What follows belongs to an exercise in optimizing a design on an open flow for small area, a short achievable clock period and few clock cycles per item; a production flow would make more cautious choices. Where RTL was checked, it was by simulation tests only, not by an equivalence proof against the original. For run 6, only the layout was checked, not whether the RTL still works. No activity file was given, so power comes from the tool's default toggle rates.

==> flow/design.v <==
package proc_pkg;
    localparam int unsigned ADDR_W = 24;
    localparam int unsigned DATA_W = 8;
endpackage
module dmem_array (
    input  logic        clk,
    input  logic        we,
    input  logic [7:0]  addr,
    input  logic [7:0]  wdata,
    output logic [31:0] rquart
);
    logic [2047:0] mem;
    for (genvar i = 0; i < 256; i++) begin : g_word
        always_ff @(posedge clk) begin
            if (we && (addr == 8'(i))) mem[8*i +: 8] <= wdata;
        end
    end
    for (genvar q = 0; q < 4; q++) begin : g_quart
        assign rquart[8*q +: 8] = mem[512*q + 8*addr[5:0] +: 8];
    end
endmodule
module data_mem_ctrl (
    input  logic        clk,
    input  logic        rst_n,
    input  logic [23:0] bus_addr_in,
    input  logic        bus_req,
    input  logic        bus_we,
    input  logic [7:0]  bus_wdata,
    output logic [7:0]  bus_rdata,
    output logic        bus_busy,
    output logic        bus_done,
    output logic        bus_err
);
    logic        busy_q;
    logic        s1_v;
    logic        s1_err;
    logic [1:0]  s1_quart;
    logic [31:0] s1_cand;
    logic        done_q;
    logic        err_q;
    logic [7:0]  rdata_q;
    logic [31:0] rquart;
    logic        oor_c;
    logic        acc_c;
    assign oor_c = |bus_addr_in[23:8];
    assign acc_c = rst_n && bus_req && !busy_q;
    always_ff @(posedge clk) begin
        if (!rst_n) begin
            busy_q <= 1'b1;
            s1_v   <= 1'b0;
            done_q <= 1'b0;
        end else begin
            busy_q <= 1'b0;
            s1_v   <= acc_c;
            done_q <= s1_v;
        end
    end
    always_ff @(posedge clk) begin
        s1_err   <= oor_c;
        s1_quart <= bus_addr_in[7:6];
        s1_cand  <= rquart;
        err_q    <= s1_err;
        rdata_q  <= s1_cand[8*s1_quart +: 8];
    end
    dmem_array u_array (
        .clk    (clk),
        .we     (acc_c && bus_we && !oor_c),
        .addr   (bus_addr_in[7:0]),
        .wdata  (bus_wdata),
        .rquart (rquart)
    );
    assign bus_rdata = rdata_q;
    assign bus_busy  = busy_q;
    assign bus_done  = done_q;
    assign bus_err   = err_q;
endmodule
module data_mem_top (
    input  logic        clk,
    input  logic        rst_n,
    input  logic [23:0] addr_in,
    input  logic        req,
    input  logic        we,
    input  logic [7:0]  wdata,
    output logic [7:0]  rdata,
    output logic        busy,
    output logic        done,
    output logic        err
);
    data_mem_ctrl u_ctrl (
        .clk         (clk),
        .rst_n       (rst_n),
        .bus_addr_in (addr_in),
        .bus_req     (req),
        .bus_we      (we),
        .bus_wdata   (wdata),
        .bus_rdata   (rdata),
        .bus_busy    (busy),
        .bus_done    (done),
        .bus_err     (err)
    );
endmodule
==> flow/run.sh <==
#!/bin/bash
# synth_recipe.tcl (not shown) runs the flow's synth.tcl, then flattens the netlist and writes it again
# the make line also repeats each setting of config.mk as NAME=value (left out here)
make -C /OpenROAD-flow-scripts/flow DESIGN_CONFIG=/design/flow/config.mk WORK_HOME=/design/flow/orfs CLKGATE_MAP_FILE= SYNTH_SCRIPT=/design/flow/synth_recipe.tcl finish
==> flow/config.mk <==
export PLATFORM = sky130hd
export DESIGN_NAME = data_mem_top
export DESIGN_NICKNAME = data_mem_top
export VERILOG_FILES = /design/flow/design.v
export SDC_FILE = /design/flow/constraint.sdc
export NUM_CORES = 4
export LEC_CHECK = 0
export CAP_MARGIN = 20
export CORE_MARGIN = 2
export CORE_UTILIZATION = 60
export CTS_BUF_LIST = sky130_fd_sc_hd__clkbuf_8 sky130_fd_sc_hd__clkbuf_16
export CTS_CLUSTER_DIAMETER = 120
export CTS_CLUSTER_SIZE = 24
export SETUP_SLACK_MARGIN = 2.0
export SLEW_MARGIN = 20
==> flow/constraint.sdc <==
create_clock -name core_clock -period 4.5 [get_ports {clk}]
set_input_delay 0.9000 -clock core_clock [delete_from_list [all_inputs] [get_ports {clk}]]
set_output_delay 0.9000 -clock core_clock [all_outputs]
set_load 0.01 [all_outputs]
==> summary.txt, run 1 <==
Detailed routing
  • DRT Wirelength: 191 mm
  • Via/cell ratio: 6.79
  • Via Count: 37,800
  • DRC viols: 0
  • Routed Antenna Nets: 0
  • Initial drt markers: 4,686
  • TritonRoute pass-1 iters: 7
  • Drt wl/cell: 34.3 microns

STA
  • Worst slew pin tran: 1.05 ns
  • Fin Clk Skew: 0.0360 ns
  • Hold Vio Cnt, Final: 0
  • Tcrit/Tclk final: 57.1%
  • RSZ-0062 raised after global routing: true
  • Fin. max-slew vios: 0
  • Final setup viols: 0
  • TNS Setup: 0 ns
  • F_max: 389 MHz
  • Post-route minimum period: 2.57 ns
  • Setup slack after layout: 1.93 ns
  • Slew HR: 29.8%

Run
  • Max-Cap Viols: 0

Synthesis
  • Sequential element share of the synthesized area: 78.7%
  • Post-synthesis cell type count: 25
  • Post-Syn Area: 79,300 sq um
  • Synthesized flop and latch total: 2,095
  • Syn nets: 3,614
  • Synth warnings: 2
  • Synth Instances: 3,578
  • Average cell area after synthesis: 22.2 sq um

Pwr
  • Power Dens Cells: 374 nW/um^2
  • Total power: 0.0333 W
  • Leakage: 26.8 nW
  • Worst IR Drop VDD: 0.000446 V

Critical path
  • CP max stage cell: clkdlybuf4s50_1
  • Worst path max stage delay: 0.41 ns
  • Crit path max-delay family: simple AND/OR/NAND/NOR gates
  • Crit Path Max Fanout: 9
  • Required time of the critical path: 4.90 ns
  • Crit start category: input pin
  • Cell Chain, Critical Path: clkdlybuf4s50_1 -> nor4_2 -> and3_4 -> buf_8 -> nand4b_1 -> buf_12 -> buf_4 -> nor2_4
  • Arrival @ worst endpoint: 2.97 ns
  • CP Depth: 8
  • Crit path buf inv count: 4
  • Setup CP Type: in2reg
  • Worst setup EP type: flip-flop
  • Worst Reg-to-Reg Cells: 4

Global routing
  • Largest net degree at the start of global routing: 135
  • Antenna violations before repair: 11
  • All-layer global routing usage: 28.5%
  • Remaining Overflow, GRT: 0
  • Global-route wire length before repair: 275 mm
  • Vias in the first global route: 38,300

Clock network
  • CTS tree: yes
  • Root buffer cell: clkbuf_16
  • Worst-skew pair later-pin latency: 0.74 ns
  • # H-tree levels: 3
  • Total CTS buffers: 97
  • # hold bufs at CTS: 0
  • Sinks on Clock Net: 2,095
  • Worst-path clk slew: 0.09 ns
  • Clock Path Buffers: 3

Floorplan
  • Row count: 133
  • Die Y: 368 microns
  • Core Box Area: 131,000 sq um
  • Top Ports: 47
  • Initial Util: 60.4%
  • Die area: 135,000 sq um
  • Die width: 368 microns

Placed design
  • PortBufs: 46
  • RD Place Congestion: 0.843
  • Dpl hpwl: 115 mm
  • Worst Setup Slack post-DPL: 0.612 ns

Layout
  • Area Growth Syn to Fin: 12.4%
  • Share of post-route cells with drive strength above 1: 31.1%
  • Nets@finish: 3,772
  • Final core occ: 67.9%

Worst hold path
  • Hold path depth: 0
  • Hold Path Class: reg2reg

Outcome
  • Run status: no timing/DRC/antenna violations
flip-flops by register name, summed over array words and instances (netlist names):
register / flops
u_ctrl.busy_q: 1
u_ctrl.done_q: 1
u_ctrl.err_q: 1
u_ctrl.rdata_q: 8
u_ctrl.s1_cand: 32
u_ctrl.s1_err: 1
u_ctrl.s1_quart: 2
u_ctrl.s1_v: 1
u_ctrl.u_array.mem: 2048
final cells by class:
type / instances / area [sq um]
sequential: 2095 / 62400
clock inverter: 78 / 319
fill: 8113 / 42100
timing repair buffer: 286 / 3680
clock buffer: 101 / 2530
multi-input combinational: 1254 / 18000
inverter: 2 / 7.51
tap: 1755 / 2200
antenna: 1 / 2.50
placed cells by master, fill, tap and decap left out, types with 18 or more instances in the layout:
| cell type | count |
|---|---|
| clkbuf_16 | 105 |
| inv_1 | 76 |
| dfxtp_1 | 45 |
| a22oi_2 | 26 |
| edfxtp_1 | 2048 |
| a21oi_1 | 127 |
| mux4_2 | 520 |
| clkdlybuf4s50_1 | 18 |
| buf_4 | 137 |
| nor2_4 | 247 |
| buf_12 | 60 |
| a22oi_1 | 230 |
| or4_1 | 31 |
final timing paths:
check	start	endpoint	slack, ns
setup / recovery	addr_in[13]	u_ctrl.u_array.mem[167]$_DFFE_PP_	1.93
hold / removal	u_ctrl.s1_err$_DFF_P_	u_ctrl.err_q$_DFF_P_	0.35
setup reg to reg	u_ctrl.u_array.mem[316]$_DFFE_PP_	u_ctrl.s1_cand[4]$_DFF_P_	2.34
hold reg to reg	u_ctrl.s1_err$_DFF_P_	u_ctrl.err_q$_DFF_P_	0.35
metal layers:
layer	global-route usage, %	wire length, microns	part of all wire [%]
met1	42.8	78700	41
met3	4.35	14100	7.4
met4	5.72	4160	2.2
met5	0	27	0.014
met2	45.8	94200	49
report_power, final:
part | internal (W) | switching (W)
sequential | 0.0214 | 0.000100
combinational | 0.000755 | 0.00117
clock | 0.00410 | 0.00577
total | 0.0263 | 0.00704
synth_stat cells:
library cell / count / share of area (%)
edfxtp_1: 2048 / 78
mux4_2: 520 / 15
nor2_1: 263 / 1.2
a22oi_1: 256 / 2.4
clkbuf_1: 138 / 0.65
a21oi_1: 128 / 0.81
dfxtp_1: 47 / 1.2
buf_2: 33 / 0.21
or4_1: 32 / 0.30
buf_1: 29 / 0.14
buf_6: 20 / 0.28
nand2_1: 15 / 0.071
buf_4: 8 / 0.076
nand4_1: 8 / 0.063
nand4b_1: 8 / 0.088
and3_1: 4 / 0.032
nand3_1: 4 / 0.025
nor2b_1: 4 / 0.032
nor4_1: 4 / 0.032
and2_1: 2 / 0.016
inv_1: 2 / 0.0095
nand2b_1: 2 / 0.016
and3b_1: 1 / 0.011
nor3b_1: 1 / 0.0095
or2_2: 1 / 0.0079
timing repair:
action	CTS	global route
gates resized for setup	121	43
pin swaps	26	11
endpoints found under the setup margin	2045	995
setup buffers	36	22
gates cloned	10	4
stage by stage:
| step | cell area [sq um] | hold WS [ns] | std cells |
|---|---|---|---|
| finish | 89200 | 0.348 | 5572 |
| global route | 89200 | 0.354 | 5572 |
| CTS | 88600 | 0.348 | 5544 |
| detailed placement | 84500 | 0.323 | 5319 |
| global placement | 84500 | 0.314 | 5319 |
| floorplan | 82000 | 0.310 | 3578 |
logic make-up (layout without fill, tap and decap cells):
kind of cell | Yosys count | after routing | share of synthesized area (%)
flip-flops | 2095 | 2095 | 78.7
multiplexers | 520 | 520 | 14.8
AO/OA/AOI/OAI | 384 | 384 | 3.23
AND/OR/NAND/NOR | 349 | 350 | 1.95
buffers and inverters | 230 | 467 | 1.37
other | 0 | 1 | 0
Testbench counts, summed over its fixed seeds: cycles 4,816, items 4,800.
==> inputs of run 2 (changes only) <==
--- a/flow/config.mk
+++ b/flow/config.mk
@@ -11,5 +11,5 @@
 export CTS_BUF_LIST = sky130_fd_sc_hd__clkbuf_8 sky130_fd_sc_hd__clkbuf_16
 export CTS_CLUSTER_DIAMETER = 120
 export CTS_CLUSTER_SIZE = 24
-export SETUP_SLACK_MARGIN = 2.0
+export SETUP_SLACK_MARGIN = 2.35
 export SLEW_MARGIN = 20
==> run 2 against run 1 <==
Still clean on timing, DRC and antenna; critical path depth grew 2; clock skew grew 0.0089 ns; worst hold slack lost 0.013 ns; die area is the same; sequential power is essentially flat.
==> summary.txt, run 2 <==
Layout
  • Leading registers by flop count: u_ctrl.u_array.mem x2048, u_ctrl.s1_cand x32, u_ctrl.rdata_q x8
  • Nets@finish: 3,949 (+4.7%)
  • Share of post-route cells with drive strength above 1: 39.4% (+8.3 points)
  • Area Growth Syn to Fin: 17.8%
  • Multi-input logic area: 18,900 sq um (+5.1%)
  • Top reg by flops: u_ctrl.u_array.mem
  • Max reg flops: 2,048 (unchanged)
  • Most frequent cells in the layout: edfxtp_1 (2,048), mux4_2 (520), nor2_4 (256)
  • Commonest non-fill, non-tap cell in the layout: edfxtp_1
  • Fillcell total: 7,612 (-6.2%)
  • Fin cells: 5,733 (+2.9%)
  • Register area: 62,500 sq um (about the same)

Global routing
  • Global-route wire length before repair: 285 mm (+3.7%)
  • Largest net degree at the start of global routing: 124 (-8.1%)
  • Vias in the first global route: 38,900 (+1.4%)
  • Remaining Overflow, GRT: 0 (unchanged)
  • Antenna violations before repair: 9 (-2)
  • All-layer global routing usage: 29.8% (+1.3 points)

Worst hold path
  • Min-Delay Endpoint: u_ctrl.err_q$_DFF_P_
  • Hold Path Class: reg2reg
  • Hold path depth: 0 (unchanged)
  • Min-delay src: u_ctrl.s1_err$_DFF_P_

Critical path
  • FF-to-FF End: u_ctrl.u_array.mem[304]$_DFFE_PP_
  • Required time of the critical path: 5.12 ns (+0.22 ns)
  • Setup CP Type: in2reg
  • Worst Reg-to-Reg Cells: 8 (+4)
  • Worst path max stage delay: 0.49 ns (+0.08 ns)
  • Worst flop-to-flop path startpoint: u_ctrl.busy_q$_DFF_P_
  • Worst setup EP type: flip-flop
  • Cell Chain, Critical Path: buf_16 -> buf_12 -> buf_12 -> buf_16 -> buf_6 -> buf_6 -> mux4_2 -> a22oi_2 -> a21oi_4 -> or4_4
  • Crit Path Max Fanout: 6 (-3)
  • Crit start category: input pin
  • CP max stage cell: mux4_2
  • Arrival @ worst endpoint: 3.07 ns (+0.10 ns)
  • Reg2reg setup slack: 2.28 ns (-0.06 ns)

Detailed routing
  • DRT Wirelength: 201 mm (+5.2%)
  • Via/cell ratio: 6.79 (about the same)
  • Via Count: 39,000 (+3.0%)
  • Initial drt markers: 5,166 (+10%)
  • Routed Antenna Nets: 0 (unchanged)
  • TritonRoute pass-1 iters: 7 (unchanged)
  • Drt wl/cell: 35.1 microns (+2.3%)
  • DRC viols: 0 (unchanged)

STA
  • Worst slew pin tran: 1.04 ns (-0.0119 ns)
  • Post-route minimum period: 2.46 ns (-0.115 ns)
  • Slew HR: 30.6% (+0.80 points)
  • Fin. max-slew vios: 0 (unchanged)
  • RSZ-0062 raised after global routing: true
  • TNS Setup: 0 ns (unchanged)
  • Setup slack after layout: 2.04 ns (+0.115 ns)
  • Hold Vio Cnt, Final: 0 (unchanged)
  • Tcrit/Tclk final: 54.6% (-2.6 points)
  • F_max: 407 MHz (+4.7%)
  • Fin Clk Skew: 0.0449 ns (+0.00892 ns)
  • Final setup viols: 0 (unchanged)

Clock network
  • CTS tree: yes
  • Worst-path clk slew: 0.10 ns (about the same)
  • Root buffer cell: clkbuf_16
  • Clock Path Buffers: 3 (unchanged)
  • # hold bufs at CTS: 0 (unchanged)
  • Worst-skew pair later-pin latency: 0.75 ns (about the same)
  • Total CTS buffers: 97 (unchanged)
  • Sinks on Clock Net: 2,095 (unchanged)
  • # H-tree levels: 3 (unchanged)

Floorplan
  • Top Ports: 47 (unchanged)
  • Die width: 368 microns (unchanged)
  • Row count: 133 (unchanged)
  • Die area: 135,000 sq um (unchanged)
  • Core Box Area: 131,000 sq um (unchanged)
  • Initial Util: 60.4% (unchanged)
  • Die Y: 368 microns (unchanged)

Pwr
  • Worst IR Drop VDD: 0.000412 V (-7.6%)
  • Power Dens Cells: 360 nW/um^2 (-3.7%)
  • Leakage: 28.4 nW (+5.8%)

Run
  • Max-Cap Viols: 0 (unchanged)

Synthesis
  • Yosys top cell by area: edfxtp_1
  • Sequential element share of the synthesized area: 78.7% (unchanged)
  • Synth warnings: 2 (unchanged)
  • Number of synthesized flops with an enable pin: 2,048 (unchanged)
  • Most common cell in the synthesized netlist: edfxtp_1
  • Post-synth top area share: 77.5% (unchanged)
  • Synthesized flop and latch total: 2,095 (unchanged)
  • Post-Syn Area: 79,300 sq um (unchanged)
  • Syn nets: 3,614 (unchanged)
  • Post-synth top cells: edfxtp_1 (2,048), mux4_2 (520), nor2_1 (263)
  • Most used DFF post-synth: edfxtp_1
  • Post-synthesis cell type count: 25 (unchanged)
  • Average cell area after synthesis: 22.2 sq um (unchanged)
  • Asr flop ratio synth: 0% (unchanged)
  • Synth Instances: 3,578 (unchanged)
  • Largest cells by area after synthesis: edfxtp_1 (78%), mux4_2 (15%), a22oi_1 (2.4%), nor2_1 (1.2%), dfxtp_1 (1.2%)

Placed design
  • Worst Setup Slack post-DPL: 0.621 ns (+0.00912 ns)
  • Dpl hpwl: 116 mm (+1.4%)
  • PortBufs: 46 (unchanged)
  • RD Place Congestion: 0.864 (+2.4%)
  • Placed Cells: 5,317 (-0.038%)

Outcome
  • Run status: no timing/DRC/antenna violations
-- run 2: cell counts after synthesis --
Identical to the previous run, type by type.
-- run 2: layer usage --
metal | up-vias | global-route usage, % | part of all wire (%)
li1 | 15800 | - | -
met1 | 21100 | 44.6 | 40
met2 | 1773 | 47.0 | 49
met3 | 235 | 5.39 | 8.8
met4 | 6 | 6.75 | 2.4
met5 | - | 0 | 0.017
-- run 2: worst max path at each step --
stage                     start                                 end  slack, ns  depth (start not counted)
finish               addr_in[0]          u_ctrl.s1_cand[11]$_DFF_P_       2.04                         10
global route         addr_in[0]          u_ctrl.s1_cand[14]$_DFF_P_       2.03                          9
CTS                  addr_in[0]          u_ctrl.s1_cand[15]$_DFF_P_       2.10                          9
detailed placement   addr_in[3]          u_ctrl.s1_cand[17]$_DFF_P_       0.62                          6
global placement     addr_in[3]          u_ctrl.s1_cand[17]$_DFF_P_       0.65                          6
floorplan           addr_in[18]  u_ctrl.u_array.mem[1232]$_DFFE_PP_       1.63                          6
-- run 2: repair_timing --
| item | 4_1_cts | 5_1_grt |
|---|---|---|
| pin swaps | 171 | 127 |
| cloned | 37 | 7 |
| endpoints found under the setup margin | 2091 | 1997 |
| resized for setup | 481 | 130 |
| buffers inserted | 169 | 39 |
-- run 2: report_power, final --
group	internal (W)	switching [W]
registers	0.0214	0.000115
clock network	0.00408	0.00576
logic	0.000964	0.00129
-- run 2: cells by family after synthesis --
group	count (synthesis)	share of synthesized area, %
buffers and inverters	230	1.37
AND/OR/NAND/NOR	349	1.95
AO/OA/AOI/OAI	384	3.23
multiplexers	520	14.8
flip-flops	2095	78.7
-- run 2: layout make-up --
type	instances	area share [%]
multi-input cells	1255	20.2
diodes	1	0.00268
inverters	2	0.0107
repair buffers	462	7.59
well taps	1755	2.35
clock buffers	101	2.70
flip-flops and latches	2095	66.8
clock inverters	62	0.277
-- run 2: stage by stage --
stage / hold WS [ns] / power (W) / instance area (sq um) / utilization [%]
global placement: 0.316 / 0.0238 / 84500 / 64.4
detailed placement: 0.318 / 0.0238 / 84500 / 64.4
global route: 0.350 / 0.0346 / 93400 / 71.2
CTS: 0.308 / 0.0337 / 92300 / 70.3
finish: 0.336 / 0.0336 / 93500 / 71.2
floorplan: 0.310 / 0.0229 / 82100 / -
-- run 2: worst max-delay path: cells and delay by family --
kind | cells | cell delay, ns
compound gates | 2 | 0.41
mux | 1 | 0.49
simple gates | 1 | 0.49
buf+inv | 6 | 0.76
==> inputs of run 3 (changes only) <==
--- a/flow/config.mk
+++ b/flow/config.mk
@@ -11,5 +11,5 @@
 export CTS_BUF_LIST = sky130_fd_sc_hd__clkbuf_8 sky130_fd_sc_hd__clkbuf_16
 export CTS_CLUSTER_DIAMETER = 120
 export CTS_CLUSTER_SIZE = 24
-export SETUP_SLACK_MARGIN = 2.35
+export SETUP_SLACK_MARGIN = 2.2
 export SLEW_MARGIN = 20
==> run 3 against run 2 <==
Combinational power shrank 7%; clock-buffer cell count is the same; area after synthesis is the same; critical path type unchanged; highest routed layer unchanged.
==> summary.txt, run 3 <==
Outcome
  • Run status: no timing/DRC/antenna violations

Synthesis
  • Average cell area after synthesis: 22.2 sq um (unchanged)
  • Syn nets: 3,614 (unchanged)
  • Asr flop ratio synth: 0% (unchanged)
  • Largest cells by area after synthesis: edfxtp_1 (78%), mux4_2 (15%), a22oi_1 (2.4%), nor2_1 (1.2%), dfxtp_1 (1.2%)
  • Synth warnings: 2 (unchanged)
  • Yosys top cell by area: edfxtp_1
  • Number of synthesized flops with an enable pin: 2,048 (unchanged)
  • Most common cell in the synthesized netlist: edfxtp_1
  • Synthesized flop and latch total: 2,095 (unchanged)
  • Post-synth top cells: edfxtp_1 (2,048), mux4_2 (520), nor2_1 (263)
  • Post-synthesis cell type count: 25 (unchanged)
  • Most used DFF post-synth: edfxtp_1
  • Post-Syn Area: 79,300 sq um (unchanged)
  • Sequential element share of the synthesized area: 78.7% (unchanged)
  • Post-synth top area share: 77.5% (unchanged)
  • Synth Instances: 3,578 (unchanged)

Layout
  • Most frequent cells in the layout: edfxtp_1 (2,048), mux4_2 (520), nor2_4 (249)
  • Commonest non-fill, non-tap cell in the layout: edfxtp_1
  • Max reg flops: 2,048 (unchanged)
  • Final core occ: 69.1% (-2.1 points)
  • Nets@finish: 3,839 (-2.8%)
  • Top reg by flops: u_ctrl.u_array.mem
  • Area Growth Syn to Fin: 14.3%
  • Share of post-route cells with drive strength above 1: 36.0% (-3.4 points)
  • Leading registers by flop count: u_ctrl.u_array.mem x2048, u_ctrl.s1_cand x32, u_ctrl.rdata_q x8

Global routing
  • Antenna violations before repair: 6 (-3)
  • Global-route wire length before repair: 279 mm (-2.2%)
  • Largest net degree at the start of global routing: 124 (unchanged)
  • M1 GR Usage: 43.8% (-0.76 points)
  • Remaining Overflow, GRT: 0 (unchanged)
  • GRT met3 Usage: 4.97% (-0.42 points)
  • Layer with the highest usage: met2
  • All-layer global routing usage: 29.1% (-0.73 points)
  • Vias in the first global route: 38,200 (-1.6%)
  • Met2 Use GR: 46.0% (-1.0 points)

Critical path
  • Setup CP Type: in2reg
  • Crit Path Max Fanout: 6 (unchanged)
  • Worst setup EP type: flip-flop
  • Worst path max stage delay: 0.56 ns (+0.07 ns)
  • Arrival @ worst endpoint: 2.99 ns (-0.08 ns)
  • CP max stage cell: or4_4
  • Crit path max-delay family: buffers and inverters
  • Most used cell, CP: buf_16
  • Cell Chain, Critical Path: buf_16 -> buf_12 -> buf_16 -> buf_4 -> mux4_2 -> a22oi_2 -> a21oi_2 -> or4_4
  • Crit start category: input pin
  • Crit path buf inv count: 4 (-2)
  • Required time of the critical path: 5.12 ns (about the same)

STA
  • Worst slew pin tran: 1.04 ns (-0.00243 ns)
  • F_max: 423 MHz (+3.8%)
  • Fin. max-slew vios: 0 (unchanged)
  • Final setup viols: 0 (unchanged)
  • RSZ-0062 raised after global routing: true
  • Tcrit/Tclk final: 52.6% (-2.0 points)
  • Fin Clk Skew: 0.0407 ns (-0.00422 ns)
  • Post-route minimum period: 2.37 ns (-0.0898 ns)
  • TNS Setup: 0 ns (unchanged)
  • Hold Vio Cnt, Final: 0 (unchanged)
  • Slew HR: 30.8% (+0.16 points)

Detailed routing
  • DRT Wirelength: 196 mm (-2.6%)
  • Via Count: 38,200 (-2.0%)
  • Drt wl/cell: 34.8 microns (-0.73%)
  • Routed Antenna Nets: 0 (unchanged)
  • DRC viols: 0 (unchanged)
  • Via/cell ratio: 6.79 (about the same)
  • TritonRoute pass-1 iters: 5 (-2)
  • Initial drt markers: 4,880 (-5.5%)

Clock network
  • # hold bufs at CTS: 0 (unchanged)
  • Sinks on Clock Net: 2,095 (unchanged)
  • Worst-skew pair later-pin latency: 0.74 ns (about the same)
  • # H-tree levels: 3 (unchanged)
  • CTS tree: yes
  • Worst-path clk slew: 0.10 ns (about the same)
  • Clock Path Buffers: 3 (unchanged)
  • Root buffer cell: clkbuf_16
  • Total CTS buffers: 97 (unchanged)

Pwr
  • Power Dens Cells: 369 nW/um^2 (+2.5%)
  • Worst IR Drop VDD: 0.000412 V (about the same)
  • Leakage: 27.3 nW (-3.8%)

Placed design
  • Dpl hpwl: 116 mm (unchanged)
  • RD Place Congestion: 0.864 (unchanged)
  • PortBufs: 46 (unchanged)

Floorplan
  • Top Ports: 47 (unchanged)
  • Row count: 133 (unchanged)
  • Core Box Area: 131,000 sq um (unchanged)
  • Die Y: 368 microns (unchanged)
  • Initial Util: 60.4% (unchanged)
  • Die width: 368 microns (unchanged)
  • Die area: 135,000 sq um (unchanged)

Run
  • Max-Cap Viols: 0 (unchanged)

Worst hold path
  • Hold Path Class: reg2reg
[run 3: cell counts after synthesis]
No cell type changed its count.
[run 3: kinds of logic after synthesis]
| family | after synthesis | synth area share (%) |
|---|---|---|
| AOI/OAI and AO/OA | 384 | 3.23 |
| buffers and inverters | 230 | 1.37 |
| DFF | 2095 | 78.7 |
| muxes | 520 | 14.8 |
| and+or+nand+nor | 349 | 1.95 |
[run 3: final timing paths]
kind,cells past startpoint,endpoint,slack (ns),from
setup / recovery,8,u_ctrl.s1_cand[15]$_DFF_P_,2.13,addr_in[0]
hold / removal,0,u_ctrl.err_q$_DFF_P_,0.34,u_ctrl.s1_err$_DFF_P_
setup reg to reg,6,u_ctrl.u_array.mem[1361]$_DFFE_PP_,2.34,u_ctrl.busy_q$_DFF_P_
hold reg to reg,0,u_ctrl.err_q$_DFF_P_,0.34,u_ctrl.s1_err$_DFF_P_
[run 3: worst register-to-register path: stages, from the launching register on]
cell	delay, ns
dfxtp_1	0.33
and3b_2	0.25
and3_4	0.27
buf_4	0.16
nand4_1	0.25
buf_12	0.27
nor2_4	0.29
[run 3: power by group]
group / total, W / internal [W] / switching (W)
sequential: 0.0215 / 0.0214 / 0.000109
clock: 0.00982 / 0.00409 / 0.00574
combinational: 0.00211 / 0.000863 / 0.00124
[run 3: cell type report]
cell class | instances | area, sq um
Antenna cell | 1 | 2.50
Clock buffer | 101 | 2530
Clock inverter | 62 | 259
Fill cell | 7940 | 40600
Inverter | 2 | 7.51
Multi-Input combinational cell | 1256 | 18600
Sequential cell | 2095 | 62500
Tap cell | 1755 | 2200
Timing Repair Buffer | 351 | 4640
[run 3: layer usage]
| metal | share of wire [%] | wire [microns] |
|---|---|---|
| met5 | 0.0066 | 13 |
| met4 | 2.2 | 4250 |
| met3 | 8.4 | 16500 |
| met2 | 49 | 95400 |
| met1 | 41 | 79700 |
[run 3: per-stage QoR]
| stage | area [sq um] | std cells | power [W] | setup WS (ns) | hold WS (ns) |
|---|---|---|---|---|---|
| final | 90700 | 5623 | 0.0335 | 2.13 | 0.336 |
| after global routing | 90700 | 5622 | 0.0344 | 2.12 | 0.350 |
| after floorplan | 82100 | 3578 | 0.0229 | 1.63 | 0.310 |
| after CTS | 90000 | 5590 | 0.0335 | 2.07 | 0.340 |
| after detailed placement | 84500 | 5317 | 0.0238 | 0.621 | 0.318 |
| after global placement | 84500 | 5317 | 0.0238 | 0.651 | 0.316 |
[run 3: timing repair]
action                      CTS  global route
resized for setup           296           115
pin swaps                    62            41
cloned                       26             6
setup buffers                84            26
setup endpoints to repair  2091          1861
==> inputs of run 4 (changes only) <==
==> flow/config.mk (replaced) <==
export PLATFORM = sky130hd
export DESIGN_NAME = data_mem_top
export DESIGN_NICKNAME = data_mem_top
export VERILOG_FILES = /design/flow/design.v
export SDC_FILE = /design/flow/constraint.sdc
export NUM_CORES = 4
export LEC_CHECK = 0
export CAP_MARGIN = 0
export CORE_MARGIN = 2
export CORE_UTILIZATION = 70
export CTS_BUF_LIST = sky130_fd_sc_hd__clkbuf_8 sky130_fd_sc_hd__clkbuf_16
export CTS_CLUSTER_DIAMETER = 120
export CTS_CLUSTER_SIZE = 24
export SETUP_SLACK_MARGIN = 2.2
export SLEW_MARGIN = 0
==> run 4 against run 3 <==
Largest cell class unchanged; design area increased by 0.87%; die area down 14%; area after synthesis is the same; sequential cell count stayed put; highest routed layer unchanged.
==> summary.txt, run 4 <==
Outcome
  • Run status: no timing/DRC/antenna violations

STA
  • Final setup viols: 0 (unchanged)
  • Hold Vio Cnt, Final: 0 (unchanged)
  • Worst slew pin tran: 1.09 ns (+0.0566 ns)
  • Fin Clk Skew: 0.0186 ns (-0.0221 ns)
  • F_max: 416 MHz (-1.5%)
  • TNS Setup: 0 ns (unchanged)
  • Slew HR: 27.0% (-3.8 points)
  • Post-route minimum period: 2.40 ns (+0.0351 ns)
  • RSZ-0062 raised after global routing: true
  • Tcrit/Tclk final: 53.4% (+0.78 points)
  • Worst hold slack: 0.346 ns (+0.00971 ns)
  • Fin. max-slew vios: 0 (unchanged)

Synthesis
  • Post-synthesis cell type count: 25 (unchanged)
  • Synthesized flop and latch total: 2,095 (unchanged)
  • Asr flop ratio synth: 0% (unchanged)
  • Syn nets: 3,614 (unchanged)
  • Synth Instances: 3,578 (unchanged)
  • Post-synth top cells: edfxtp_1 (2,048), mux4_2 (520), nor2_1 (263)
  • Post-Syn Area: 79,300 sq um (unchanged)
  • Post-synth top area share: 77.5% (unchanged)
  • Yosys top cell by area: edfxtp_1
  • Synth warnings: 2 (unchanged)
  • Most common cell in the synthesized netlist: edfxtp_1
  • Most used DFF post-synth: edfxtp_1
  • Largest cells by area after synthesis: edfxtp_1 (78%), mux4_2 (15%), a22oi_1 (2.4%), nor2_1 (1.2%), dfxtp_1 (1.2%)
  • Number of synthesized flops with an enable pin: 2,048 (unchanged)
  • Sequential element share of the synthesized area: 78.7% (unchanged)
  • Average cell area after synthesis: 22.2 sq um (unchanged)

Layout
  • Final Instance Area: 91,500 sq um (+0.87%)
  • Share of post-route cells with drive strength above 1: 36.6% (+0.59 points)
  • Commonest non-fill, non-tap cell in the layout: edfxtp_1
  • Fillcell total: 5,018 (-37%)
  • Fin cells: 5,446 (-3.1%)
  • Nets@finish: 3,895 (+1.5%)
  • Max reg flops: 2,048 (unchanged)
  • Top reg by flops: u_ctrl.u_array.mem
  • Most frequent cells in the layout: edfxtp_1 (2,048), mux4_2 (520), nor2_4 (250)
  • Leading registers by flop count: u_ctrl.u_array.mem x2048, u_ctrl.s1_cand x32, u_ctrl.rdata_q x8
  • Register area: 62,500 sq um (about the same)
  • Multi-input logic area: 18,600 sq um (about the same)
  • Area Growth Syn to Fin: 15.3%

Detailed routing
  • Via/cell ratio: 7.24 (+6.6%)
  • Via Count: 39,400 (+3.2%)
  • Drt wl/cell: 35.6 microns (+2.3%)
  • TritonRoute pass-1 iters: 6 (+1)
  • Initial drt markers: 5,746 (+18%)
  • DRC viols: 0 (unchanged)
  • DRT Wirelength: 194 mm (-0.93%)
  • Routed Antenna Nets: 0 (unchanged)

Pwr
  • Power Dens Cells: 367 nW/um^2 (-0.60%)
  • Leakage: 27.9 nW (+2.2%)
  • Worst IR Drop VDD: 0.000433 V (+5.1%)

Floorplan
  • Core Box Area: 112,000 sq um (-14%)
  • Row count: 123 (-7.5%)
  • Die width: 341 microns (-7.3%)
  • Initial Util: 70.5% (+10 points)
  • Die Y: 341 microns (-7.3%)
  • Top Ports: 47 (unchanged)
  • Die area: 116,000 sq um (-14%)

Clock network
  • # H-tree levels: 3 (unchanged)
  • Clock Path Buffers: 3 (unchanged)
  • Root buffer cell: clkbuf_16
  • CTS tree: yes
  • Sinks on Clock Net: 2,095 (unchanged)
  • Worst-skew pair later-pin latency: 0.74 ns (about the same)
  • Worst-path clk slew: 0.09 ns (about the same)
  • # hold bufs at CTS: 0 (unchanged)
  • Total CTS buffers: 97 (unchanged)

Global routing
  • Antenna violations before repair: 10 (+4)
  • Global-route wire length before repair: 280 mm (+0.47%)
  • Largest net degree at the start of global routing: 133 (+7.3%)
  • All-layer global routing usage: 34.1% (+5.0 points)
  • Remaining Overflow, GRT: 0 (unchanged)
  • Vias in the first global route: 39,400 (+3.1%)

Critical path
  • Crit path max-delay family: buffers and inverters
  • CP max stage cell: or4_4
  • Crit path buf inv count: 3 (-1)
  • Setup CP Type: in2reg
  • Worst setup EP type: flip-flop
  • Arrival @ worst endpoint: 2.99 ns (about the same)
  • Required time of the critical path: 5.08 ns (-0.04 ns)
  • Worst path max stage delay: 0.62 ns (+0.06 ns)
  • Crit start category: input pin
  • Crit Path Max Fanout: 47 (+41)
  • Cell Chain, Critical Path: buf_16 -> buf_4 -> buf_12 -> mux4_2 -> a22oi_2 -> a21oi_1 -> or4_4

Placed design
  • RD Place Congestion: 0.827 (-4.2%)
  • DP Area: 84,100 sq um (-0.47%)
  • PortBufs: 46 (unchanged)
  • Dpl hpwl: 111 mm (-4.5%)
  • Placed Cells: 5,054 (-4.9%)

Run
  • Max-Cap Viols: 0 (unchanged)

Worst hold path
  • Hold Path Class: reg2reg
[run 4: cell types whose count changed in the layout (fill, tap and decap cells not counted), sizes merged, moves of 2 or more]
cell          delta
buf             +56
inv             +19
clkbuf           +4
and3             -2
dlymetal6s2s     -2
[run 4: through the flow]
stage          utilization [%]  total power [W]  setup slack (ns)
3_5_place_dp              74.8           0.0237             0.619
3_3_place_gp              74.8           0.0237             0.628
6_report                  81.3           0.0336              2.10
4_1_cts                   80.5           0.0335              2.12
5_1_grt                   81.3           0.0343              2.11
2_1_floorplan                -           0.0229              1.63
[run 4: final cells by class]
cell class / instances / share of cell area, %
Antenna cell: 2 / 0.00547
Clock buffer: 103 / 2.82
Clock inverter: 81 / 0.356
Inverter: 2 / 0.00821
Multi-Input combinational cell: 1254 / 20.3
Sequential cell: 2095 / 68.3
Tap cell: 1500 / 2.05
Timing Repair Buffer: 409 / 6.18
[run 4: path summary, 6_finish.rpt]
check / start / end / slack [ns] / depth (start not counted)
worst max-delay path: addr_in[1] / u_ctrl.s1_cand[12]$_DFF_P_ / 2.10 / 7
worst min register to register: u_ctrl.s1_err$_DFF_P_ / u_ctrl.err_q$_DFF_P_ / 0.35 / 0
worst min-delay path: u_ctrl.s1_err$_DFF_P_ / u_ctrl.err_q$_DFF_P_ / 0.35 / 0
worst max register to register: u_ctrl.busy_q$_DFF_P_ / u_ctrl.u_array.mem[1038]$_DFFE_PP_ / 2.26 / 8
[run 4: timing repair]
item	4_1_cts	5_1_grt
setup endpoints to repair	2091	2023
setup buffers	142	34
gates cloned	25	5
gates resized for setup	317	123
pin swaps	110	47
[run 4: cells by family after synthesis]
kind of cell    synth area share, %
mux                            14.8
buf+inv                        1.37
compound gates                 3.23
simple gates                   1.95
flops                          78.7
[run 4: worst reg2reg max path, stage by stage (launching register included)]
cell	delay [ns]
dfxtp_1	0.33
and3b_2	0.24
and3_4	0.26
buf_6	0.14
buf_16	0.12
nand4b_1	0.25
buf_6	0.29
nor2_4	0.18
buf_12	0.15
[run 4: power by group]
| group | switching [W] | total, W | leakage (nW) | internal [W] |
|---|---|---|---|---|
| Combinational | 0.00123 | 0.00209 | 7.37 | 0.000857 |
| Sequential | 0.0000971 | 0.0215 | 18.8 | 0.0214 |
| Clock | 0.00577 | 0.00995 | 1.70 | 0.00418 |
[run 4: routing by layer]
layer	track usage [%]	part of all wire (%)
met1	50.6	36
met2	54.1	50
met3	6.27	11
met4	9.34	2.9
met5	0	0.036
==> inputs of run 5 (changes only) <==
==> flow/config.mk (replaced) <==
export PLATFORM = sky130hd
export DESIGN_NAME = data_mem_top
export DESIGN_NICKNAME = data_mem_top
export VERILOG_FILES = /design/flow/design.v
export SDC_FILE = /design/flow/constraint.sdc
export NUM_CORES = 4
export LEC_CHECK = 0
export CAP_MARGIN = 20
export CORE_MARGIN = 2
export CORE_UTILIZATION = 60
export CTS_BUF_LIST = sky130_fd_sc_hd__clkbuf_16
export CTS_CLUSTER_DIAMETER = 100
export CTS_CLUSTER_SIZE = 32
export SETUP_SLACK_MARGIN = 2.2
export SLEW_MARGIN = 20
==> run 5 against run 4 <==
Global-route usage decreased by 5.2 points; non-clock buffer count decreased by 20; die area up 16%; highest routed layer unchanged; sequential power is essentially flat.
==> summary.txt, run 5 <==
Floorplan
  • Top Ports: 47 (unchanged)
  • Die width: 368 microns (+7.9%)
  • Die Y: 368 microns (+7.9%)
  • Row count: 133 (+8.1%)
  • Core Box Area: 131,000 sq um (+17%)
  • Initial Util: 60.4% (-10 points)
  • Die area: 135,000 sq um (+16%)

Critical path
  • Setup CP Type: in2reg
  • Cell Chain, Critical Path: buf_16 -> buf_12 -> buf_16 -> buf_4 -> mux4_2 -> a22oi_2 -> a21oi_2 -> or4_4
  • Crit path max-delay family: buffers and inverters
  • Crit Path Max Fanout: 8 (-83%)
  • CP max stage cell: or4_4
  • Arrival @ worst endpoint: 3.08 ns (+0.09 ns)
  • Required time of the critical path: 5.09 ns (about the same)
  • Crit path buf inv count: 4 (+1)
  • Worst setup EP type: flip-flop
  • Crit start category: input pin
  • Most used cell, CP: buf_16
  • Worst path max stage delay: 0.56 ns (-0.06 ns)

Clock network
  • Worst-path clk slew: 0.12 ns (+0.03 ns)
  • Clock Path Buffers: 3 (unchanged)
  • Total CTS buffers: 75 (-23%)
  • Root buffer cell: clkbuf_16
  • Worst-skew pair later-pin latency: 0.73 ns (about the same)
  • # H-tree levels: 3 (unchanged)
  • Sinks on Clock Net: 2,095 (unchanged)
  • CTS tree: yes

Synthesis
  • Post-Syn Area: 79,300 sq um (unchanged)
  • Asr flop ratio synth: 0% (unchanged)
  • Synth Instances: 3,578 (unchanged)
  • Post-synth top cells: edfxtp_1 (2,048), mux4_2 (520), nor2_1 (263)
  • Sequential element share of the synthesized area: 78.7% (unchanged)
  • Synth warnings: 2 (unchanged)
  • Average cell area after synthesis: 22.2 sq um (unchanged)
  • Synthesized flop and latch total: 2,095 (unchanged)
  • Most used DFF post-synth: edfxtp_1
  • Number of synthesized flops with an enable pin: 2,048 (unchanged)
  • Syn nets: 3,614 (unchanged)
  • Post-synth top area share: 77.5% (unchanged)
  • Post-synthesis cell type count: 25 (unchanged)
  • Most common cell in the synthesized netlist: edfxtp_1
  • Largest cells by area after synthesis: edfxtp_1 (78%), mux4_2 (15%), a22oi_1 (2.4%), nor2_1 (1.2%), dfxtp_1 (1.2%)
  • Yosys top cell by area: edfxtp_1

Pwr
  • Net Sw Frac: 21.1% (-0.036 points)
  • Switching pwr: 0.00684 W (-3.6%)
  • Comb power frac: 6.6% (+0.4 points)
  • Clock network power share: 26.9% (-2.7 points)
  • Int Pwr: 0.0256 W (-3.4%)
  • Power Dens Cells: 357 nW/um^2 (-2.8%)
  • Leakage: 27.2 nW (-2.4%)
  • Worst IR Drop VDD: 0.000369 V (-15%)
  • Flop pwr share: 66.5% (+2.4 points)
  • Total power: 0.0324 W (-3.5%)

Layout
  • Most frequent cells in the layout: edfxtp_1 (2,048), mux4_2 (520), nor2_4 (252)
  • Top reg by flops: u_ctrl.u_array.mem
  • Commonest non-fill, non-tap cell in the layout: edfxtp_1
  • Diode count: 0 (-2)
  • Fin cells: 5,610 (+3.0%)
  • Final Instance Area: 90,900 sq um (-0.67%)
  • Max reg flops: 2,048 (unchanged)
  • Nets@finish: 3,854 (-1.1%)
  • Share of post-route cells with drive strength above 1: 37.0% (+0.35 points)
  • Area Growth Syn to Fin: 14.5%
  • Leading registers by flop count: u_ctrl.u_array.mem x2048, u_ctrl.s1_cand x32, u_ctrl.rdata_q x8

STA
  • Hold Vio Cnt, Final: 0 (unchanged)
  • Setup slack after layout: 2.01 ns (-0.0928 ns)
  • RSZ-0062 raised after global routing: true
  • Worst slew pin tran: 1.07 ns (-0.0232 ns)
  • Slew HR: 28.6% (+1.5 points)
  • Fin Clk Skew: 0.0332 ns (+0.0145 ns)
  • Final setup viols: 0 (unchanged)
  • TNS Setup: 0 ns (unchanged)
  • Tcrit/Tclk final: 55.4% (+2.1 points)
  • Fin. max-slew vios: 0 (unchanged)
  • Post-route minimum period: 2.49 ns (+0.0928 ns)
  • F_max: 401 MHz (-3.7%)

Placed design
  • Worst Setup Slack post-DPL: 0.621 ns (+0.00210 ns)
  • Dpl hpwl: 116 mm (+4.7%)
  • RD Place Congestion: 0.864 (+4.4%)
  • Placed Cells: 5,317 (+5.2%)
  • PortBufs: 46 (unchanged)
  • DP Area: 84,500 sq um (+0.47%)

Global routing
  • Remaining Overflow, GRT: 0 (unchanged)
  • Largest net degree at the start of global routing: 124 (-6.8%)
  • GRT met3 Usage: 5.14% (-1.1 points)
  • All-layer global routing usage: 28.8% (-5.2 points)
  • Vias in the first global route: 38,100 (-3.2%)
  • Antenna violations before repair: 9 (-1)
  • Met2 Use GR: 45.4% (-8.6 points)
  • Global-route wire length before repair: 276 mm (-1.3%)
  • Layer with the highest usage: met2
  • M1 GR Usage: 43.3% (-7.3 points)

Detailed routing
  • TritonRoute pass-1 iters: 6 (unchanged)
  • DRC viols: 0 (unchanged)
  • Drt wl/cell: 34.7 microns (-2.5%)
  • DRT Wirelength: 195 mm (+0.39%)
  • Routed Antenna Nets: 0 (unchanged)
  • Via Count: 38,300 (-3.0%)
  • Initial drt markers: 4,713 (-18%)
  • Via/cell ratio: 6.82 (-5.8%)

Run
  • Max-Cap Viols: 0 (unchanged)

Worst hold path
  • Hold Path Class: reg2reg

Outcome
  • Run status: no timing/DRC/antenna violations
[run 5: cell count changes in the layout (fill, tap and decap cells not counted), sizes merged]
| cell | before | now |
|---|---|---|
| inv | 83 | 37 |
| clkbuf | 131 | 100 |
| buf | 352 | 336 |
| dlymetal6s2s | 1 | 6 |
| bufbuf | 10 | 7 |
| diode | 2 | 0 |
| dlygate4sd2 | 8 | 10 |
| and3 | 4 | 5 |
| clkdlybuf4s50 | 1 | 0 |
[run 5: path summary, 6_finish.rpt]
| path | slack [ns] | depth (start not counted) | to | from |
|---|---|---|---|---|
| hold / removal | 0.34 | 0 | u_ctrl.err_q$_DFF_P_ | u_ctrl.s1_err$_DFF_P_ |
| setup reg to reg | 2.38 | 7 | u_ctrl.u_array.mem[1755]$_DFFE_PP_ | u_ctrl.busy_q$_DFF_P_ |
| setup / recovery | 2.01 | 8 | u_ctrl.s1_cand[15]$_DFF_P_ | addr_in[0] |
| hold reg to reg | 0.34 | 0 | u_ctrl.err_q$_DFF_P_ | u_ctrl.s1_err$_DFF_P_ |
[run 5: cell type report]
type                            instances  area [sq um]
Sequential cell                      2095         62500
Tap cell                             1755          2200
Inverter                                2          7.51
Clock buffer                           79          1980
Multi-Input combinational cell       1255         18700
Fill cell                            7903         40400
Timing Repair Buffer                  389          5360
Clock inverter                         35           153
[run 5: metal layers]
metal  vias to the layer above  wire length (microns)
li1                      15600                      -
met1                     20800                  79800
met2                      1667                  95900
met3                       186                  15000
met4                         4                   3980
met5                         -                     59
[run 5: kinds of logic after synthesis]
kind of cell | Yosys count | synth area share, %
AOI/OAI and AO/OA | 384 | 3.23
buffers and inverters | 230 | 1.37
DFF | 2095 | 78.7
muxes | 520 | 14.8
and+or+nand+nor | 349 | 1.95
[run 5: what timing repair did]
action,in CTS,in global routing
endpoints found under the hold margin,0,0
endpoints found under the setup margin,2091,1901
gates cloned,24,7
resized for setup,358,111
buffers inserted,99,49
hold buffers,0,0
pin swaps,93,73
[run 5: per-stage QoR]
step	util, %	hold slack (ns)
5_1_grt	69.2	0.355
6_report	69.2	0.345
3_5_place_dp	64.4	0.318
4_1_cts	68.4	0.346
2_1_floorplan	-	0.310
3_3_place_gp	64.4	0.316
[run 5: power by group through the flow]
stage / Clock [W] / Combinational, W / Sequential (W)
2_1_floorplan: 0 / 0.00103 / 0.0219
3_3_place_gp: 0 / 0.00178 / 0.0220
3_5_place_dp: 0 / 0.00182 / 0.0220
4_1_cts: 0.00886 / 0.00206 / 0.0215
5_1_grt: 0.00944 / 0.00224 / 0.0215
6_report: 0.00872 / 0.00214 / 0.0215
==> inputs of run 6 (changes only) <==
--- a/flow/design.v
+++ b/flow/design.v
@@ -5,18 +5,19 @@
 module dmem_array (
     input  logic        clk,
     input  logic        we,
-    input  logic [7:0]  addr,
+    input  logic [7:0]  waddr,
     input  logic [7:0]  wdata,
+    input  logic [5:0]  raddr,
     output logic [31:0] rquart
 );
     logic [2047:0] mem;
     for (genvar i = 0; i < 256; i++) begin : g_word
         always_ff @(posedge clk) begin
-            if (we && (addr == 8'(i))) mem[8*i +: 8] <= wdata;
+            if (we && (waddr == 8'(i))) mem[8*i +: 8] <= wdata;
         end
     end
     for (genvar q = 0; q < 4; q++) begin : g_quart
-        assign rquart[8*q +: 8] = mem[512*q + 8*addr[5:0] +: 8];
+        assign rquart[8*q +: 8] = mem[512*q + 8*raddr +: 8];
     end
 endmodule
 module data_mem_ctrl (
@@ -32,10 +33,15 @@
     output logic        bus_err
 );
     logic        busy_q;
+    logic        w_v;
+    logic [7:0]  w_addr;
+    logic [7:0]  w_data;
     logic        s1_v;
     logic        s1_err;
     logic [1:0]  s1_quart;
     logic [31:0] s1_cand;
+    logic        s1_fwd;
+    logic [7:0]  s1_fwd_data;
     logic        done_q;
     logic        err_q;
     logic [7:0]  rdata_q;
@@ -47,26 +53,33 @@
     always_ff @(posedge clk) begin
         if (!rst_n) begin
             busy_q <= 1'b1;
+            w_v    <= 1'b0;
             s1_v   <= 1'b0;
             done_q <= 1'b0;
         end else begin
             busy_q <= 1'b0;
+            w_v    <= acc_c && bus_we && !oor_c;
             s1_v   <= acc_c;
             done_q <= s1_v;
         end
     end
     always_ff @(posedge clk) begin
-        s1_err   <= oor_c;
-        s1_quart <= bus_addr_in[7:6];
-        s1_cand  <= rquart;
-        err_q    <= s1_err;
-        rdata_q  <= s1_cand[8*s1_quart +: 8];
+        w_addr      <= bus_addr_in[7:0];
+        w_data      <= bus_wdata;
+        s1_err      <= oor_c;
+        s1_quart    <= bus_addr_in[7:6];
+        s1_cand     <= rquart;
+        s1_fwd      <= w_v && (w_addr == bus_addr_in[7:0]);
+        s1_fwd_data <= w_data;
+        err_q       <= s1_err;
+        rdata_q     <= s1_fwd ? s1_fwd_data : s1_cand[8*s1_quart +: 8];
     end
     dmem_array u_array (
         .clk    (clk),
-        .we     (acc_c && bus_we && !oor_c),
-        .addr   (bus_addr_in[7:0]),
-        .wdata  (bus_wdata),
+        .we     (w_v),
+        .waddr  (w_addr),
+        .wdata  (w_data),
+        .raddr  (bus_addr_in[5:0]),
         .rquart (rquart)
     );
     assign bus_rdata = rdata_q;
--- a/flow/config.mk
+++ b/flow/config.mk
@@ -8,8 +8,8 @@
 export CAP_MARGIN = 20
 export CORE_MARGIN = 2
 export CORE_UTILIZATION = 60
-export CTS_BUF_LIST = sky130_fd_sc_hd__clkbuf_16
-export CTS_CLUSTER_DIAMETER = 100
-export CTS_CLUSTER_SIZE = 32
+export CTS_BUF_LIST = sky130_fd_sc_hd__clkbuf_8 sky130_fd_sc_hd__clkbuf_16
+export CTS_CLUSTER_DIAMETER = 120
+export CTS_CLUSTER_SIZE = 24
 export SETUP_SLACK_MARGIN = 2.2
 export SLEW_MARGIN = 20
==> run 6 against run 5 <==
Wire length up 8.9%; non-clock buffer count down 50; sequential cell count up 24; power up 4.6%; area after synthesis up 1.2%; first-iteration DRC count up 12%; clock skew down 0.0035 ns; clock power up 14%; largest cell class unchanged.
==> summary.txt, run 6 <==
STA
  • Final setup viols: 0 (unchanged)
  • TNS Setup: 0 ns (unchanged)
  • Worst slew pin tran: 1.17 ns (+0.0981 ns)
  • F_max: 418 MHz (+4.3%)
  • Fin Clk Skew: 0.0297 ns (-0.00348 ns)
  • Post-route minimum period: 2.39 ns (-0.102 ns)
  • RSZ-0062 raised after global routing: true
  • Slew HR: 22.0% (-6.6 points)
  • Tcrit/Tclk final: 53.2% (-2.3 points)
  • Fin. max-slew vios: 0 (unchanged)
  • Hold Vio Cnt, Final: 0 (unchanged)
  • Worst hold slack: 0.341 ns (-0.00410 ns)

Layout
  • Fillcell total: 8,332 (+5.4%)
  • Top reg by flops: u_ctrl.u_array.mem
  • Area Growth Syn to Fin: 13.0%
  • Most frequent cells in the layout: edfxtp_1 (2,048), mux4_2 (520), nor2_4 (200)
  • Final Instance Area: 90,800 sq um (about the same)
  • Share of post-route cells with drive strength above 1: 33.7% (-3.3 points)
  • Fin cells: 5,712 (+1.8%)
  • Leading registers by flop count: u_ctrl.u_array.mem x2048, u_ctrl.s1_cand x32
  • Final core occ: 68.2% (-0.98 points)
  • Nets@finish: 3,905 (+1.3%)
  • Max reg flops: 2,048 (unchanged)
  • Commonest non-fill, non-tap cell in the layout: edfxtp_1

Clock network
  • CTS tree: yes
  • Worst-skew pair later-pin latency: 0.75 ns (+0.02 ns)
  • # hold bufs at CTS: 0 (unchanged)
  • Total CTS buffers: 98 (+31%)
  • Clock Path Buffers: 3 (unchanged)
  • Worst-path clk slew: 0.10 ns (-0.02 ns)
  • Root buffer cell: clkbuf_16
  • # H-tree levels: 3 (unchanged)
  • Sinks on Clock Net: 2,119 (+1.1%)

Detailed routing
  • Via Count: 39,500 (+3.3%)
  • TritonRoute pass-1 iters: 7 (+1)
  • Initial drt markers: 5,266 (+12%)
  • Via/cell ratio: 6.92 (+1.5%)
  • DRC viols: 0 (unchanged)
  • Drt wl/cell: 37.1 microns (+7.0%)
  • Routed Antenna Nets: 0 (unchanged)
  • DRT Wirelength: 212 mm (+8.9%)

Run
  • Max-Cap Viols: 0 (unchanged)

Critical path
  • Required time of the critical path: 5.08 ns (about the same)
  • CP max stage cell: mux4_2
  • Setup CP Type: in2reg
  • Crit path buf inv count: 6 (+2)
  • Worst setup EP type: flip-flop
  • Crit Path Max Fanout: 8 (unchanged)
  • Crit start category: input pin
  • Most used cell, CP: buf_12
  • Worst path max stage delay: 0.57 ns (about the same)
  • Worst flop-to-flop path startpoint: u_ctrl.w_addr[0]$_DFF_P_
  • Worst Reg-to-Reg Cells: 4 (-3)
  • FF-to-FF End: u_ctrl.u_array.mem[237]$_DFFE_PP_
  • Crit path max-delay family: buffers and inverters
  • Arrival @ worst endpoint: 2.98 ns (-0.10 ns)
  • Cell Chain, Critical Path: buf_16 -> buf_12 -> buf_16 -> buf_12 -> buf_12 -> buf_4 -> mux4_2 -> a221oi_4 -> o211ai_1
  • Reg2reg setup slack: 2.13 ns (-0.25 ns)

Worst hold path
  • Min-delay src: u_ctrl.s1_err$_DFF_P_
  • Min-Delay Endpoint: u_ctrl.err_q$_DFF_P_
  • Hold path depth: 0 (unchanged)
  • Hold Path Class: reg2reg

Synthesis
  • Largest cells by area after synthesis: edfxtp_1 (77%), mux4_2 (15%), dfxtp_1 (1.8%), a22oi_1 (1.6%), nor2_1 (1.2%)
  • Post-synth top cells: edfxtp_1 (2,048), mux4_2 (520), nor2_1 (263)
  • Sequential element share of the synthesized area: 78.3% (-0.37 points)
  • Average cell area after synthesis: 22.0 sq um (-0.75%)
  • Most common cell in the synthesized netlist: edfxtp_1
  • Yosys top cell by area: edfxtp_1
  • Number of synthesized flops with an enable pin: 2,048 (unchanged)
  • Post-synth top area share: 76.6% (-0.96 points)
  • Synth Instances: 3,650 (+2.0%)
  • Post-synthesis cell type count: 36 (+44%)
  • Syn nets: 3,686 (+2.0%)
  • Synth warnings: 2 (unchanged)
  • Most used DFF post-synth: edfxtp_1
  • Asr flop ratio synth: 0% (unchanged)
  • Post-Syn Area: 80,300 sq um (+1.2%)
  • Synthesized flop and latch total: 2,119 (+1.1%)

Global routing
  • Remaining Overflow, GRT: 0 (unchanged)
  • Global-route wire length before repair: 299 mm (+8.3%)
  • Largest net degree at the start of global routing: 150 (+21%)
  • Vias in the first global route: 38,900 (+2.1%)
  • Antenna violations before repair: 5 (-4)
  • All-layer global routing usage: 31.5% (+2.6 points)

Placed design
  • Dpl hpwl: 133 mm (+14%)
  • RD Place Congestion: 0.883 (+2.3%)
  • Placed Cells: 5,444 (+2.4%)
  • DP Area: 83,900 sq um (-0.71%)
  • PortBufs: 46 (unchanged)

Pwr
  • Leakage: 27.7 nW (+1.8%)
  • Power Dens Cells: 373 nW/um^2 (+4.6%)
  • Worst IR Drop VDD: 0.000393 V (+6.6%)

Floorplan
  • Die area: 137,000 sq um (+1.2%)
  • Die width: 370 microns (+0.62%)
  • Initial Util: 60.3% (-0.084 points)
  • Row count: 134 (+0.75%)
  • Core Box Area: 133,000 sq um (+1.4%)
  • Top Ports: 47 (unchanged)
  • Die Y: 370 microns (+0.62%)

Outcome
  • Run status: no timing/DRC/antenna violations
==> run 6: power breakdown <==
group	total, W	switching, W	internal, W
Combinational	0.00213	0.00129	0.000844
Clock	0.00995	0.00585	0.00410
Sequential	0.0218	0.000153	0.0216
==> run 6: kinds of logic (layout without fill, tap and decap cells) <==
family	count (synthesis)	in the layout	share of synthesized area, %
buf+inv	223	515	1.36
compound gates	305	305	2.89
mux	561	561	15.1
flops	2119	2119	78.3
xor+xnor	8	8	0.0872
other cells	0	1	0
simple gates	434	435	2.24
==> run 6: routing by layer <==
metal | up-vias | GRT usage, % | routed length, microns
met4 | 6 | 8.58 | 6740
met2 | 1995 | 49.7 | 103000
met3 | 291 | 5.60 | 18500
met1 | 21500 | 46.3 | 84000
met5 | - | 0 | 35
li1 | 15700 | - | -
==> run 6: worst max-delay path by stage <==
stage	from	cells past startpoint	to	slack [ns]
global placement	addr_in[3]	4	u_ctrl.s1_cand[28]$_DFF_P_	0.60
CTS	addr_in[0]	10	u_ctrl.s1_cand[17]$_DFF_P_	2.15
global route	u_ctrl.w_addr[0]$_DFF_P_	4	u_ctrl.u_array.mem[237]$_DFFE_PP_	2.07
detailed placement	addr_in[3]	7	u_ctrl.s1_cand[28]$_DFF_P_	0.61
finish	addr_in[0]	9	u_ctrl.s1_cand[19]$_DFF_P_	2.11
floorplan	addr_in[0]	8	u_ctrl.s1_cand[29]$_DFF_P_	2.08
==> run 6: metrics by stage <==
step	setup WS [ns]	power [W]
after global placement	0.596	0.0241
after global routing	2.07	0.0347
final	2.11	0.0339
after detailed placement	0.613	0.0241
after CTS	2.15	0.0339
after floorplan	2.08	0.0233
==> run 6: repair_timing <==
item | in CTS | in global routing
buffers inserted | 50 | 33
cloned | 8 | 2
setup endpoints to repair | 2075 | 626
endpoints found under the hold margin | 0 | 0
pin swaps | 20 | 28
resized for setup | 614 | 103
==> run 6: final cells by class <==
type                    count  area [sq um]  share of cell area (%)
repair buffers            339          3950                    4.35
well taps                1768          2210                    2.44
inverters                   2          11.3                  0.0124
clock inverters            73           300                   0.331
multi-input cells        1309         18800                    20.7
diodes                      1          2.50                 0.00276
clock buffers             101          2530                    2.78
flip-flops and latches   2119         63000                    69.4

## port drivers added, routing unchanged
In the flow no input, the clock included, has a driving cell. The finished layouts below were timed again as built, in two steps. Step 1 sets driving cells, clkbuf_16 on the clock port and buf_2 on the other inputs (assumed; they add their load-dependent delay and slew). Step 2 times the ports against the registers' clock, not the clock port: input delays grow and output delays shrink by t, the midpoint of the rising clock arrivals with the driver on. a / b / c = no drivers / after step 1 / after step 2; a / b = the first two.
| run | t (ns) | setup slack, ns | worst setup path at the end |
|---|---|---|---|
| run 1 | 0.791 | 1.929 / 1.800 / 1.008 | input to register |
| run 2 | 0.802 | 2.044 / 1.864 / 1.062 | input to register |
| run 3 | 0.808 | 2.133 / 1.883 / 1.075 | input to register |
| run 4 | 0.805 | 2.098 / 1.821 / 1.016 | input to register |
| run 5 | 0.795 | 2.005 / 1.862 / 1.066 | input to register |
| run 6 | 0.814 | 2.107 / 2.036 / 1.222 | input to register |
After both steps every run listed still meets setup and hold. The setup slack of run 4, which loses most, moves by -0.277 ns with the drivers and by -1.082 ns with both steps.
